This design comes from an exercise in tuning for small area and a short achievable clock period on the open sky130 flow, not from production work. RTL that was checked went through simulation tests only; none was proved equivalent to the original. Only the layout flow was run in runs 1 and 2; the RTL was not checked for function there. Power and IR drop assume default switching activity.

==> flow/design.v <==
package spi_pkg;
    localparam int addr_w    = 7;     
    localparam int data_w    = 8;
    localparam int mem_depth = 128;   
    localparam int cnt_w     = 5;     
    localparam int pos_w     = 6;                     
    localparam int ring_len  = 1 << pos_w;            
    localparam int n_rings   = mem_depth / ring_len;  
    localparam int tap_w     = 3;
    localparam int tap_sp    = 1 << tap_w;            
    localparam int n_taps    = ring_len / tap_sp;     
endpackage
`timescale 1ns/1ps
module spi_input_sync (
    input  logic clkedge,
    input  logic rst,
    input  logic sclk,
    input  logic cs,
    input  logic mosi,
    output logic cs_active,    
    output logic sclk_rise,    
    output logic mosi_s        
);
    logic [1:0] sclk_ff;
    logic [1:0] cs_ff;
    logic [1:0] mosi_ff;
    logic       sclk_d;        
    always_ff @(posedge clkedge) begin
        if (rst) begin
            cs_ff <= 2'b11;    
        end else begin
            cs_ff <= {cs_ff[0], cs};
        end
    end
    always_ff @(posedge clkedge) begin
        sclk_ff <= {sclk_ff[0], sclk};
        mosi_ff <= {mosi_ff[0], mosi};
        sclk_d  <= sclk_ff[1];
    end
    assign cs_active = ~cs_ff[1];
    assign sclk_rise = sclk_ff[1] & ~sclk_d & cs_active;
    assign mosi_s    = mosi_ff[1];
endmodule
`timescale 1ns/1ps
module spi_shift_reg (
    input  logic                          clkedge,
    input  logic                          sclk_rise,
    input  logic                          mosi_s,
    input  logic [spi_pkg::cnt_w-1:0]     rcnt,
    input  logic                          rd_load,    
    input  logic [spi_pkg::data_w-1:0]    rd_data,
    output logic [spi_pkg::addr_w-1:0]    addr,
    output logic [spi_pkg::data_w-1:0]    sr,
    output logic                          miso
);
    always_ff @(posedge clkedge) begin
        if (sclk_rise && rcnt < 5'd7) begin
            addr <= {addr[spi_pkg::addr_w-2:0], mosi_s};
        end
    end
    always_ff @(posedge clkedge) begin
        if (sclk_rise && rcnt >= 5'd8 && rcnt < 5'd16) begin
            sr <= {sr[spi_pkg::data_w-2:0], mosi_s};
        end else if (rd_load) begin
            sr <= rd_data;
        end
    end
    assign miso = sr[spi_pkg::data_w-1];
endmodule
`timescale 1ns/1ps
module spi_ctrl_fsm (
    input  logic                       clkedge,
    input  logic                       rst,
    input  logic                       cs_active,
    input  logic                       sclk_rise,
    input  logic                       mosi_s,
    input  logic                       wr_done,    
    output logic [spi_pkg::cnt_w-1:0]  rcnt,       
    output logic                       wr_take,    
    output logic                       wr_pend,    
    output logic                       miso_oe
);
    logic rw;    
    wire in_data = (rcnt >= 5'd8) && (rcnt < 5'd16);
    assign wr_take = sclk_rise && rcnt == 5'd15 && !rw;
    always_ff @(posedge clkedge) begin
        if (rst || !cs_active) begin
            rcnt <= '0;                                
        end else if (sclk_rise && rcnt != 5'd16) begin
            rcnt <= rcnt + 1'b1;
        end
    end
    always_ff @(posedge clkedge) begin
        if (sclk_rise && rcnt == 5'd7) begin
            rw <= mosi_s;
        end
    end
    always_ff @(posedge clkedge) begin
        if (wr_take) begin
            wr_pend <= 1'b1;
        end else if (wr_done) begin
            wr_pend <= 1'b0;
        end
    end
    always_ff @(posedge clkedge) begin
        if (rst) begin
            miso_oe <= 1'b0;
        end else begin
            miso_oe <= cs_active && rw && in_data;
        end
    end
endmodule
`timescale 1ns/1ps
module spi_data_mem (
    input  logic                          clkedge,
    input  logic [spi_pkg::cnt_w-1:0]     rcnt,
    input  logic                          wr_take,
    input  logic                          wr_pend,
    input  logic [spi_pkg::addr_w-1:0]    addr,
    input  logic [spi_pkg::data_w-1:0]    wr_data,
    output logic                          wr_done,
    output logic                          rd_load,
    output logic [spi_pkg::data_w-1:0]    rd_data
);
    localparam int aw = spi_pkg::addr_w;
    localparam int dw = spi_pkg::data_w;
    localparam int pw = spi_pkg::pos_w;
    localparam int tw = spi_pkg::tap_w;
    localparam int nr = spi_pkg::n_rings;
    localparam int rl = spi_pkg::ring_len;
    localparam int nt = spi_pkg::n_taps;
    logic [pw-1:0]       pos;
    logic [aw-1:0]       wa;           
    logic [nr*nt*dw-1:0] taps;
    logic [pw-tw-1:0]    tap_sel;
    always_ff @(posedge clkedge) begin
        pos <= pos + 1'b1;             
    end
    always_ff @(posedge clkedge) begin
        if (wr_take) begin
            wa <= addr;
        end
    end
    assign wr_done = wr_pend && (pos == wa[pw-1:0]);
    assign tap_sel = addr[pw-1:tw] - pos[pw-1:tw];
    assign rd_load = !wr_pend && (pos[tw-1:0] == addr[tw-1:0]) && (rcnt == 5'd7 || rcnt == 5'd8);
    assign rd_data = taps[{addr[aw-1:pw], tap_sel}*dw +: dw];
    for (genvar r = 0; r < nr; r++) begin : g_ring
        logic [rl*dw-1:0] q;           
        wire              we = wr_done && (wa[aw-1:pw] == r);
        always_ff @(posedge clkedge) begin
            q <= {we ? wr_data : q[dw-1:0], q[rl*dw-1:dw]};
        end
        for (genvar t = 0; t < nt; t++) begin : g_tap
            assign taps[(r*nt+t)*dw +: dw] = q[t*rl/nt*dw +: dw];
        end
    end
endmodule
`timescale 1ns/1ps
module spi_memory (
    input  logic clkedge,
    input  logic rst,
    input  logic sclk,
    input  logic cs,        
    input  logic mosi,
    output logic miso,
    output logic miso_oe
);
    logic                       cs_active;
    logic                       sclk_rise;
    logic                       mosi_s;
    logic [spi_pkg::cnt_w-1:0]  rcnt;
    logic                       wr_take;
    logic                       wr_pend;
    logic                       wr_done;
    logic                       rd_load;
    logic [spi_pkg::addr_w-1:0] addr;
    logic [spi_pkg::data_w-1:0] sr;
    logic [spi_pkg::data_w-1:0] rd_data;
    spi_input_sync u_sync (
        .clkedge   (clkedge),
        .rst       (rst),
        .sclk      (sclk),
        .cs        (cs),
        .mosi      (mosi),
        .cs_active (cs_active),
        .sclk_rise (sclk_rise),
        .mosi_s    (mosi_s)
    );
    spi_ctrl_fsm u_fsm (
        .clkedge   (clkedge),
        .rst       (rst),
        .cs_active (cs_active),
        .sclk_rise (sclk_rise),
        .mosi_s    (mosi_s),
        .wr_done   (wr_done),
        .rcnt      (rcnt),
        .wr_take   (wr_take),
        .wr_pend   (wr_pend),
        .miso_oe   (miso_oe)
    );
    spi_shift_reg u_shift (
        .clkedge   (clkedge),
        .sclk_rise (sclk_rise),
        .mosi_s    (mosi_s),
        .rcnt      (rcnt),
        .rd_load   (rd_load),
        .rd_data   (rd_data),
        .addr      (addr),
        .sr        (sr),
        .miso      (miso)
    );
    spi_data_mem u_mem (
        .clkedge (clkedge),
        .rcnt    (rcnt),
        .wr_take (wr_take),
        .wr_pend (wr_pend),
        .addr    (addr),
        .wr_data (sr),
        .wr_done (wr_done),
        .rd_load (rd_load),
        .rd_data (rd_data)
    );
endmodule
==> flow/run.sh <==
#!/bin/bash
# synth_recipe.tcl (not shown) runs the flow's synth.tcl, then flattens the netlist and writes it again
# the make line also repeats each setting of config.mk as NAME=value (left out here)
make -C /OpenROAD-flow-scripts/flow DESIGN_CONFIG=/design/flow/config.mk WORK_HOME=/design/flow/orfs CLKGATE_MAP_FILE= SYNTH_SCRIPT=/design/flow/synth_recipe.tcl finish
==> flow/config.mk <==
export PLATFORM = sky130hd
export DESIGN_NAME = spi_memory
export DESIGN_NICKNAME = spi_memory
export VERILOG_FILES = /design/flow/design.v
export SDC_FILE = /design/flow/constraint.sdc
export NUM_CORES = 4
export LEC_CHECK = 0
export CAP_MARGIN = 20
export CORE_MARGIN = 2
export CORE_UTILIZATION = 40
export SETUP_SLACK_MARGIN = 2.3
export SLEW_MARGIN = 20
==> flow/constraint.sdc <==
create_clock -name core_clock -period 4.0 [get_ports {clkedge}]
set_input_delay 0.8000 -clock core_clock [delete_from_list [all_inputs] [get_ports {clkedge}]]
set_output_delay 0.8000 -clock core_clock [all_outputs]
set_load 0.01 [all_outputs]
==> results of run 1 <==
## cells by family after synthesis
group	after synthesis	synth area share [%]
buf+inv	19	0.4644
flops	1067	92.11
simple gates	33	1.073
fa+ha+maj	6	0.3523
xor+xnor	17	0.6939
mux	64	4.574
compound gates	24	0.7366
## worst max-delay path by stage
stage	endpoint	slack, ns	cells past startpoint	startpoint
after floorplan	u_shift.sr[6]	1.57	10	u_shift.addr[3]
after global placement	u_shift.sr[2]	1.16	9	u_shift.addr[3]
after detailed placement	u_shift.sr[2]	1.09	8	u_mem.pos[3]
after CTS	u_shift.sr[5]	1.28	9	u_shift.addr[3]
after global routing	u_shift.sr[6]	1.19	9	u_shift.addr[3]
final	u_shift.sr[4]	1.32	10	u_shift.addr[3]
## critical path, stage by stage (launching register included)
cell      delay, ns
edfxtp_1       0.38
inv_1          0.07
ha_2           0.16
inv_2          0.03
fa_2           0.67
buf_12         0.15
buf_16         0.12
mux4_2         0.48
mux2i_1        0.13
a22oi_1        0.08
o21a_1         0.14
## registers in the layout, indices dropped and copies added (netlist names)
register / cells
u_sync.mosi_ff: 2
u_mem.wa: 7
u_shift.addr: 7
u_fsm.rcnt: 5
u_sync.sclk_d: 1
u_sync.sclk_ff: 2
u_fsm.wr_pend: 1
u_fsm.miso_oe: 1
u_mem.pos: 6
u_sync.cs_ff: 2
u_mem.g_ring.q: 1024
u_fsm.rw: 1
u_shift.sr: 8
## synthesized netlist by cell type, types with 2 or more instances
master and n:
dfxtp_1 1044, mux4_2 32, edfxtp_1 23, mux2i_1 16
mux2_2 13, xor2_1 11, a22oi_1 8, o21a_1 8
inv_1 7, buf_4 5, ha_1 5, nand2_1 5
xnor2_1 5, nand3_1 4, nor3_1 4, a21oi_1 3
buf_2 3, mux2_4 3, and3_1 2, buf_6 2
clkbuf_1 2, nor2_1 2, nor3b_1 2, nor4_1 2
or2_2 2
## power breakdown
group	switching, mW	leakage [nW]	internal [mW]
logic	0.0101	0.906	0.0123
clock network	3.73	1.63	5.60
registers	0.00389	8.62	10.7
## cell type report
| class | count | area [µm²] | share of cell area (%) |
|---|---|---|---|
| clock buffer | 126 | 2613 | 9.314 |
| timing repair buffer | 30 | 320.3 | 1.142 |
| clock inverter | 47 | 700.7 | 2.498 |
| sequential | 1067 | 21600 | 77.02 |
| multi-input combinational | 144 | 1829 | 6.522 |
| inverter | 7 | 26.28 | 0.09367 |
| tap | 765 | 957.2 | 3.412 |
## through the flow
stage / area [µm²] / hold WS (ns)
6_report: 28050 / 0.3186
5_1_grt: 28050 / 0.3254
4_1_cts: 28030 / 0.3153
3_3_place_gp: 24470 / 0.3096
2_1_floorplan: 23470 / 0.3096
3_5_place_dp: 24470 / 0.3121
## layer usage
layer | vias up | share of wire (%) | wire length, µm
met5 | - | 0 | 0
met4 | 0 | 2.6 | 771
met3 | 62 | 4.1 | 1237
met2 | 122 | 42 | 12450
met1 | 4154 | 52 | 15420
li1 | 4235 | - | -
## what timing repair did
action / in CTS / in global routing
pin swaps: 11 / 4
setup endpoints to repair: 46 / 34
setup buffers: 17 / 0
gates cloned: 1 / 0
resized for setup: 26 / 7
hold buffers: 0 / 0
==> summary.txt, run 1 <==
Final Setup Violations: 0
R2R Path Start: u_shift.addr[3]
Post-synthesis cell count: 1230
Number of global-route vias before repair: 8990
P per Cell Area: 713.7 nW/µm²
Setup TNS: 0 ns
Top cells by area, synth: dfxtp_1, mux4_2, edfxtp_1
RSZ-0062 raised after global routing: yes
Met1 global-route usage: 14.74%
Commonest non-fill, non-tap cell in the layout: dfxtp_1
Vias: 8573
Status: timing/DRC/antenna clean
Clk Latency, worst-skew pair: 0.62 ns
Worst min path class: reg2reg
Iteration count of the initial detailed-routing pass: 4
Skew final: 0.008840 ns
Static Leakage: 11.15 nW
Die Ht: 246.1 µm
Final setup margin: 1.316 ns
Most frequent cells in the layout: dfxtp_1, clkbuf_16, mux4_2
CTS root buffer: clkbuf_16
Util after Layout: 48.52%
CTS sink count: 1067
CP Capture Type: register
Yosys warnings: 4
Met3 Use GR: 3.126%
GRT busiest layer: met2
CTS Buffer Depth: 3
Post-route antenna net violation count: 0
Critical path class: reg2reg
R2R setup slack: 1.32 ns
GRT overflow: 0
First-pass GRT wire length: 48730 µm
Largest net degree at the start of global routing: 33
GPL Wtd Cong: 0.7043
Async SR Flop Fraction: 0%
Path depth of the worst reg2reg path: 10
Synthesis-to-layout area growth: 19.66%
VDD IR-drop max: 0.4533 mV
Met2 Use GR: 14.88%
Row count: 88
Worst setup SP type: register
Synthesized flop and latch total: 1067
WP data required: 4.37 ns
Initial Utilization: 40.55%
Final Non-Filler Cells: 2186
Yosys cell types: 42
Crit path DAT: 3.06 ns
CTS buffer count: 92
DIE AREA: 60560 µm²
Tcrit/Tclk final: 67.10%
Final hold vios: 0
Min-Delay Path Depth: 0
Initial antenna violation count: 0
Cell taking the most area after synthesis: dfxtp_1
Total of max-cap violations: 0
Worst Max-Slew Pin Slew: 0.9091 ns
Input/output buffers: 6
CTS tree: yes
Slew HR: 39.39%
Fillers: 4716
Remaining DRCs: 0
Post-layout min period: 2.684 ns
Top FF cell, synth: dfxtp_1
Total power: 20.02 mW
Syn Std Cell Area: 23440 µm²
CP Max Fanout: 7
Post-synth EDFFs: 23
Worst Hold Endpoint: u_mem.g_ring[1].q[211]
# IOs: 7
Gr usage total: 10.39%
Sequential area share after synthesis: 92.11%
Fmax: 0.3726 GHz
Final net count: 1353
Routed length per instance: 13.67 µm
Worst-path clk slew: 0.06 ns
Avg Inst Size Synth: 19.06 µm²
# diodes: 0
Htree depth: 3
DP Worst Slack: 1.094 ns
Layout cells sized above 1: 18.16%
Via density: 3.922
Hold_sp: u_mem.g_ring[1].q[219]
Core Box Area: 57810 µm²
Final Slew Violations: 0
RR Endpoint: u_shift.sr[4]
Top cell type's share of synthesized area: 89.16%
1st-iter DRT viols: 411
Dpl cells: 1995
Die width: 246.1 µm
Detail Placement HPWL: 16240 µm
Syn Nets: 1241
Final wirelength: 29880 µm
==> inputs of run 2 (changes only) <==
--- a/flow/config.mk
+++ b/flow/config.mk
@@ -7,6 +7,9 @@
 export LEC_CHECK = 0
 export CAP_MARGIN = 20
 export CORE_MARGIN = 2
-export CORE_UTILIZATION = 40
+export CORE_UTILIZATION = 70
+export CTS_BUF_LIST = sky130_fd_sc_hd__clkbuf_8
+export CTS_CLUSTER_SIZE = 30
+export PLACE_DENSITY = 0.8
 export SETUP_SLACK_MARGIN = 2.3
 export SLEW_MARGIN = 20
==> run 2 against run 1 <==
  * Still clean on timing, DRC and antenna
  * Via count rose by 12%
  * Clock power shrank 13%
  * Non-clock buffer count is 1 lower
  * Sequential share of layout area grew 2.3 points
  * Wire length increased by 47%
  * Count of clock-buffer cells in the layout up 60
  * Critical path depth unchanged
  * Synthesized area did not move
  * Clock skew grew 0.014 ns
  * Hold slack got worse by 0.0086 ns
  * Critical path type unchanged
  * Largest cell class unchanged
==> summary.txt, run 2 <==
CP Max Fanout: 6
Top cells by count, synth: dfxtp_1, mux4_2, edfxtp_1
Worst Max-Slew Pin Slew: 0.9299 ns
DR WL met2: 22520 µm
Slew HR: 38.00%
Iteration count of the initial detailed-routing pass: 5
Input/output buffers: 6
Yosys warnings: 4
Initial Utilization: 70.43%
Post-synthesis cell count: 1230
Cell taking the most area after synthesis: dfxtp_1
Htree depth: 4
Final Instance Area: 27240 µm²
Die Ht: 187.0 µm
Top sig layer: met4
CTS sink count: 1067
CTS root buffer: clkbuf_8
VDD IR-drop max: 0.4740 mV
Most frequent cell after synthesis: dfxtp_1
Detail Placement HPWL: 19260 µm
Vias: 9569
Critical path class: reg2reg
Die width: 187.0 µm
Crit path cell chain: inv_1 > ha_2 > inv_2 > fa_2 > buf_12 > buf_12 > mux4_2 > mux2i_1 > a22oi_1 > o21a_1
Worst path max stage delay: 0.64 ns
DIE AREA: 34970 µm²
Max reg flops: 1024
1st-iter DRT viols: 690
Top cell by count, worst path: buf_12
First-pass GRT wire length: 64490 µm
RSZ-0062 raised after global routing: yes
Post-synth EDFFs: 23
Clk Latency, worst-skew pair: 0.70 ns
Post-layout min period: 2.961 ns
Metal3 WL: 1925 µm
Fillers: 1335
Syn Std Cell Area: 23440 µm²
Number of global-route vias before repair: 10.76k
Fmax: 0.3377 GHz
Final Slew Violations: 0
Top cells by area, synth: dfxtp_1, mux4_2, edfxtp_1
# diodes: 0
DP Area: 24070 µm²
Commonest non-fill, non-tap cell in the layout: dfxtp_1
Setup TNS: 0 ns
# IOs: 7
Final wirelength: 43850 µm
Routed length per instance: 22.57 µm
GRT overflow: 0
Synthesis-to-layout area growth: 16.19%
Final net count: 1403
Min Hold Slack: 0.3100 ns
Gr usage total: 25.42%
Top FF cell, synth: dfxtp_1
Final hold vios: 0
Post-route antenna net violation count: 0
Most frequent cells in the layout: dfxtp_1, clkbuf_8, inv_1
Worst-path clk slew: 0.08 ns
Sequential area share after synthesis: 92.11%
Initial antenna violation count: 1
Syn Nets: 1241
GPL Wtd Cong: 0.7276
Core Box Area: 33280 µm²
Remaining DRCs: 0
CTS tree: yes
Layout cells sized above 1: 20.60%
Slowest CP cell: fa_2
Static Leakage: 11.18 nW
P per Cell Area: 689.2 nW/µm²
Biggest regs: u_mem.g_ring.q x1024, u_shift.sr x8
R2R setup slack: 1.04 ns
Async SR Flop Fraction: 0%
Avg Inst Size Synth: 19.06 µm²
Worst min path class: reg2reg
Skew final: 0.02256 ns
Yosys cell types: 42
Top cell type's share of synthesized area: 89.16%
Crit path DAT: 3.41 ns
CTS Hold Buffers Added: 0
CP Capture Type: register
WP data required: 4.45 ns
Buffers & Inverters on Critical Path: 4
CTS Buffer Depth: 3
Row count: 67
Final Setup Violations: 0
Most flops, register: u_mem.g_ring.q
Total of max-cap violations: 0
Crit path max-delay family: adder cells
Total power: 18.77 mW
Synthesized flop and latch total: 1067
Worst setup SP type: register
M1 WL: 17710 µm
Status: timing/DRC/antenna clean
Tcrit/Tclk final: 74.03%
Largest net degree at the start of global routing: 17
Via density: 4.925
CTS buffer count: 143
run 2: timing repair:
action / 4_1_cts / 5_1_grt
cloned: 1 / 0
endpoints found under the hold margin: 0 / 0
gates resized for setup: 35 / 6
setup buffers: 15 / 2
pin swaps: 5 / 5
setup endpoints to repair: 52 / 50
run 2: path summary, 6_finish.rpt:
kind	endpoint	depth (start not counted)	start
max	u_shift.sr[1]	10	u_shift.addr[3]
min	u_mem.g_ring[1].q[155]	0	u_mem.g_ring[1].q[163]
max reg2reg	u_shift.sr[1]	10	u_shift.addr[3]
min reg2reg	u_mem.g_ring[1].q[155]	0	u_mem.g_ring[1].q[163]
run 2: layout make-up:
| type | instances | area [µm²] | share of cell area [%] |
|---|---|---|---|
| inverter | 7 | 26.28 | 0.09647 |
| multi-input combinational | 144 | 1844 | 6.771 |
| timing repair buffer | 29 | 349.1 | 1.282 |
| clock buffer | 186 | 2560 | 9.399 |
| sequential | 1067 | 21600 | 79.30 |
| clock inverter | 62 | 297.8 | 1.093 |
| tap | 448 | 560.5 | 2.058 |
run 2: cell families after synthesis:
family | share of synthesized area, %
buffers and inverters | 0.4644
muxes | 4.574
xor gates and xnor gates | 0.6939
adders and majority gates | 0.3523
DFF | 92.11
and+or+nand+nor | 1.073
AOI/OAI and AO/OA | 0.7366
run 2: report_power, final:
group,internal (mW),switching (mW)
sequential,10.7,0.00579
clock,4.18,3.90
combinational,0.0130,0.0133
total,14.8,3.92
run 2: metal layers:
metal / global-route usage [%] / vias to the layer above
met4: 12.64 / 0
met5: 0 / -
li1: - / 4350
met2: 42.98 / 328
met1: 30.31 / 4767
met3: 6.792 / 124
run 2: metrics by stage:
stage	util [%]	instances	worst slack, ns
floorplan	-	1230	1.570
global placement	72.33	1677	1.116
detailed placement	72.33	1677	0.9549
CTS	81.74	1941	1.174
global route	81.84	1943	0.9812
finish	81.84	1943	1.039
==> inputs of run 3 (changes only) <==
--- a/flow/design.v
+++ b/flow/design.v
@@ -3,12 +3,9 @@
     localparam int data_w    = 8;
     localparam int mem_depth = 128;   
     localparam int cnt_w     = 5;     
-    localparam int pos_w     = 6;                     
+    localparam int pos_w     = 3;                     
     localparam int ring_len  = 1 << pos_w;            
     localparam int n_rings   = mem_depth / ring_len;  
-    localparam int tap_w     = 3;
-    localparam int tap_sp    = 1 << tap_w;            
-    localparam int n_taps    = ring_len / tap_sp;     
 endpackage
 `timescale 1ns/1ps
 module spi_input_sync (
@@ -76,13 +73,11 @@
     input  logic                       mosi_s,
     input  logic                       wr_done,    
     output logic [spi_pkg::cnt_w-1:0]  rcnt,       
-    output logic                       wr_take,    
     output logic                       wr_pend,    
     output logic                       miso_oe
 );
     logic rw;    
     wire in_data = (rcnt >= 5'd8) && (rcnt < 5'd16);
-    assign wr_take = sclk_rise && rcnt == 5'd15 && !rw;
     always_ff @(posedge clkedge) begin
         if (rst || !cs_active) begin
             rcnt <= '0;                                
@@ -96,7 +91,9 @@
         end
     end
     always_ff @(posedge clkedge) begin
-        if (wr_take) begin
+        if (rst) begin
+            wr_pend <= 1'b0;
+        end else if (sclk_rise && rcnt == 5'd15 && !rw) begin
             wr_pend <= 1'b1;
         end else if (wr_done) begin
             wr_pend <= 1'b0;
@@ -114,7 +111,6 @@
 module spi_data_mem (
     input  logic                          clkedge,
     input  logic [spi_pkg::cnt_w-1:0]     rcnt,
-    input  logic                          wr_take,
     input  logic                          wr_pend,
     input  logic [spi_pkg::addr_w-1:0]    addr,
     input  logic [spi_pkg::data_w-1:0]    wr_data,
@@ -122,38 +118,27 @@
     output logic                          rd_load,
     output logic [spi_pkg::data_w-1:0]    rd_data
 );
-    localparam int aw = spi_pkg::addr_w;
     localparam int dw = spi_pkg::data_w;
     localparam int pw = spi_pkg::pos_w;
-    localparam int tw = spi_pkg::tap_w;
     localparam int nr = spi_pkg::n_rings;
     localparam int rl = spi_pkg::ring_len;
-    localparam int nt = spi_pkg::n_taps;
-    logic [pw-1:0]       pos;
-    logic [aw-1:0]       wa;           
-    logic [nr*nt*dw-1:0] taps;
-    logic [pw-tw-1:0]    tap_sel;
-    always_ff @(posedge clkedge) begin
-        pos <= pos + 1'b1;             
-    end
-    always_ff @(posedge clkedge) begin
-        if (wr_take) begin
-            wa <= addr;
-        end
-    end
-    assign wr_done = wr_pend && (pos == wa[pw-1:0]);
-    assign tap_sel = addr[pw-1:tw] - pos[pw-1:tw];
-    assign rd_load = !wr_pend && (pos[tw-1:0] == addr[tw-1:0]) && (rcnt == 5'd7 || rcnt == 5'd8);
-    assign rd_data = taps[{addr[aw-1:pw], tap_sel}*dw +: dw];
+    logic [pw-1:0]    pos;
+    logic             hit;
+    logic [nr*dw-1:0] heads;
+    always_ff @(posedge clkedge) begin
+        pos <= pos + 1'b1;           
+    end
+    assign hit     = (pos == addr[pw-1:0]);
+    assign wr_done = wr_pend && hit;
+    assign rd_load = hit && (rcnt == 5'd7 || rcnt == 5'd8);
+    assign rd_data = heads[addr[spi_pkg::addr_w-1:pw]*dw +: dw];
     for (genvar r = 0; r < nr; r++) begin : g_ring
-        logic [rl*dw-1:0] q;           
-        wire              we = wr_done && (wa[aw-1:pw] == r);
+        logic [rl*dw-1:0] q;         
+        wire              we = wr_done && (addr[spi_pkg::addr_w-1:pw] == r);
         always_ff @(posedge clkedge) begin
             q <= {we ? wr_data : q[dw-1:0], q[rl*dw-1:dw]};
         end
-        for (genvar t = 0; t < nt; t++) begin : g_tap
-            assign taps[(r*nt+t)*dw +: dw] = q[t*rl/nt*dw +: dw];
-        end
+        assign heads[r*dw +: dw] = q[dw-1:0];
     end
 endmodule
 `timescale 1ns/1ps
@@ -170,7 +155,6 @@
     logic                       sclk_rise;
     logic                       mosi_s;
     logic [spi_pkg::cnt_w-1:0]  rcnt;
-    logic                       wr_take;
     logic                       wr_pend;
     logic                       wr_done;
     logic                       rd_load;
@@ -195,7 +179,6 @@
         .mosi_s    (mosi_s),
         .wr_done   (wr_done),
         .rcnt      (rcnt),
-        .wr_take   (wr_take),
         .wr_pend   (wr_pend),
         .miso_oe   (miso_oe)
     );
@@ -213,7 +196,6 @@
     spi_data_mem u_mem (
         .clkedge (clkedge),
         .rcnt    (rcnt),
-        .wr_take (wr_take),
         .wr_pend (wr_pend),
         .addr    (addr),
         .wr_data (sr),
==> flow/config.mk (replaced) <==
export PLATFORM = sky130hd
export DESIGN_NAME = spi_memory
export DESIGN_NICKNAME = spi_memory
export VERILOG_FILES = /design/flow/design.v
export SDC_FILE = /design/flow/constraint.sdc
export NUM_CORES = 4
export LEC_CHECK = 0
export CAP_MARGIN = 20
export CORE_MARGIN = 2
export CORE_UTILIZATION = 40
export SLEW_MARGIN = 20
==> run 3 against run 2 <==
  * Synthesized cell count increased by 10%
  * Final cell count grew 18%
  * Total power increased by 4.8%
  * Count of clock-buffer cells in the layout decreased by 47
  * Highest routed layer unchanged
  * Sequential power barely moved
  * Maximum frequency shrank 1.6%
  * Still clean on timing, DRC and antenna
  * Clock skew is 0.0044 ns lower
  * First-iteration DRC count fell by 37%
  * Via count down 2.2%
==> summary.txt, run 3 <==
Status: timing/DRC/antenna clean
Worst min path class: reg2reg
Commonest non-fill, non-tap cell in the layout: dfxtp_1
Final net count: 1445
Worst path max stage delay: 0.91 ns
Hold_sp: u_mem.g_ring[9].q[35]
Input/output buffers: 6
1st-iter DRT viols: 435
Post-CTS setup buffer count: 0
Max reg flops: 1024
Slowest CP cell: edfxtp_1
Via density: 4.081
Avg Inst Size Synth: 18.05 µm²
VDD IR-drop max: 0.3326 mV
Top cell type's share of synthesized area: 85.14%
Gr usage total: 11.36%
CTS Hold Buffers Added: 0
Yosys warnings: 4
Remaining DRCs: 0
Htree depth: 3
CP Max Fanout: 17
Fillers: 4947
Tcrit/Tclk final: 75.27%
Final hold vios: 0
Syn Std Cell Area: 24480 µm²
Worst Hold Endpoint: u_mem.g_ring[9].q[27]
RSZ-0062 raised after global routing: no
Worst Max-Slew Pin Slew: 1.029 ns
Detail Placement HPWL: 20320 µm
Layout cells sized above 1: 22.17%
DIE AREA: 63180 µm²
Async SR Flop Fraction: 0%
Initial Utilization: 40.48%
Synthesized flop and latch total: 1057
Sequential area share after synthesis: 87.11%
# diodes: 0
Final Non-Filler Cells: 2293
Top FF cell, synth: dfxtp_1
First-pass GRT wire length: 54710 µm
GPL Wtd Cong: 0.7683
Dpl cells: 2122
Setup TNS: 0 ns
Total of max-cap violations: 0
Syn Nets: 1365
Post-CTS sizing: 0
Final Slew Violations: 0
CTS sink count: 1057
Worst setup SP type: register
Final wirelength: 34790 µm
Most flops, register: u_mem.g_ring.q
# IOs: 7
Clk Latency, worst-skew pair: 0.62 ns
Slew HR: 31.39%
CTS tree: yes
CTS root buffer: clkbuf_16
Post-route antenna net violation count: 0
Most frequent cell after synthesis: dfxtp_1
Top cells by count, synth: dfxtp_1, mux2_2, mux4_2
Top cells by area, synth: dfxtp_1, mux2_2, mux4_2
Cell taking the most area after synthesis: dfxtp_1
Static Leakage: 11.44 nW
RR Endpoint: u_shift.sr[6]
Post-synthesis cell count: 1356
Crit path max-delay family: flip-flops
GRT overflow: 0
Vias: 9357
Number of global-route vias before repair: 9650
Row count: 90
R2R setup slack: 1.24 ns
CTS buffer count: 94
Synthesis-to-layout area growth: 17.14%
Crit path cell chain: clkdlybuf4s50_1
CTS Buffer Depth: 3
Post-synth EDFFs: 16
Initial antenna violation count: 0
Biggest regs: u_mem.g_ring.q x1024, u_shift.sr x8, u_shift.addr x7
Multi-input logic area: 3013 µm²
Core Box Area: 60470 µm²
Most frequent cells in the layout: dfxtp_1, mux2_2, clkbuf_16
Largest net degree at the start of global routing: 30
Min-Delay Path Depth: 0
Path depth of the worst reg2reg path: 5
Die Ht: 251.4 µm
Fmax: 0.3322 GHz
Critical path class: reg2out
Yosys cell types: 42
P per Cell Area: 686.3 nW/µm²
Storage cell area: 21320 µm²
Worst-path clk slew: 0.06 ns
Die width: 251.4 µm
Final Setup Violations: 0
CP Capture Type: output port
Routed length per instance: 15.17 µm
Post-layout min period: 3.011 ns
Iteration count of the initial detailed-routing pass: 4
Skew final: 0.01814 ns
Buffers & Inverters on Critical Path: 1
WP data required: 3.20 ns
R2R Path Start: u_shift.addr[3]
Crit path DAT: 2.21 ns
[run 3: cell count changes after synthesis, sizes merged, moves of 7 or more]
cell	delta
clkbuf	+10
a21o	+7
o21a	-8
mux2i	-16
a22oi	+8
edfxtp	-7
a21oi	+8
mux2	+112
[run 3: how the worst max path moves through the flow]
| stage | startpoint | to | slack, ns | cells past startpoint |
|---|---|---|---|---|
| global placement | u_shift.addr[3] | u_shift.sr[5] | 1.26 | 5 |
| floorplan | u_sync.cs_ff[1] | u_shift.addr[0] | 1.91 | 3 |
| finish | u_shift.sr[7] | miso | 0.99 | 1 |
| detailed placement | u_shift.addr[3] | u_shift.sr[5] | 1.23 | 5 |
| CTS | u_shift.sr[7] | miso | 0.95 | 1 |
| global route | u_shift.sr[7] | miso | 0.92 | 1 |
[run 3: cells by family after synthesis]
| family | synth area share, % |
|---|---|
| XOR/XNOR | 0.3578 |
| AND/OR/NAND/NOR | 1.861 |
| buffers and inverters | 0.5827 |
| multiplexers | 8.833 |
| AO/OA/AOI/OAI | 1.053 |
| flip-flops | 87.11 |
| adder cells (fa/ha/maj) | 0.2045 |
[run 3: power breakdown]
| group | total [mW] | switching, mW | internal (mW) | leakage (nW) |
|---|---|---|---|---|
| clock | 9.10 | 3.62 | 5.48 | 1.58 |
| combinational | 0.0167 | 0.00840 | 0.00828 | 1.31 |
| sequential | 10.6 | 0.00442 | 10.6 | 8.55 |
| total | 19.7 | 3.64 | 16.0 | 11.4 |
[run 3: stage by stage]
step | area, µm² | hold slack [ns] | power [mW] | utilization (%) | setup WS, ns
4_1_cts | 28670 | 0.3121 | 19.91 | 47.41 | 0.9465
2_1_floorplan | 24480 | 0.3096 | 10.80 | - | 1.912
6_report | 28670 | 0.3133 | 19.68 | 47.41 | 0.9893
3_5_place_dp | 25430 | 0.3121 | 10.81 | 42.06 | 1.226
3_3_place_gp | 25430 | 0.3096 | 10.81 | 42.06 | 1.262
5_1_grt | 28670 | 0.3183 | 20.32 | 47.41 | 0.9158
[run 3: layout make-up]
type	instances	share of cell area, %
clock inverter	32	1.580
tap	782	3.413
inverter	4	0.05237
clock buffer	139	9.715
sequential	1057	74.36
timing repair buffer	12	0.3666
multi-input combinational	267	10.51
[run 3: layer usage]
| metal | vias up | global-route usage (%) | routed length, µm |
|---|---|---|---|
| li1 | 4668 | - | - |
| met5 | - | 0 | 0 |
| met1 | 4495 | 16.19 | 18080 |
| met2 | 129 | 16.38 | 14420 |
| met3 | 65 | 2.547 | 1310 |
| met4 | 0 | 5.442 | 966 |

[re-timing with driven ports]
Ports are ideal in the flow. The routed layouts listed here were re-timed in OpenROAD.
Step 1 sets driving cells, clkbuf_16 on the clock port and buf_2 on the other inputs (assumed; they add their load-dependent delay and slew).
Step 2, shift: input delay + t, output delay - t, t = (earliest + latest rising clock arrival at the registers) / 2. This alone moves slack from input paths to output paths.
Slacks: ideal / step 1 / step 2; pairs: ideal / step 1.
run	t (ns)	setup WS [ns]	pins driven straight from the clock port
run 1	0.670	1.316 / 1.316 / 1.316	1
run 2	0.740	1.039 / 1.039 / 1.039	1
run 3	0.663	0.989 / 0.933 / 1.245	1
After both steps every run listed still meets setup and hold.
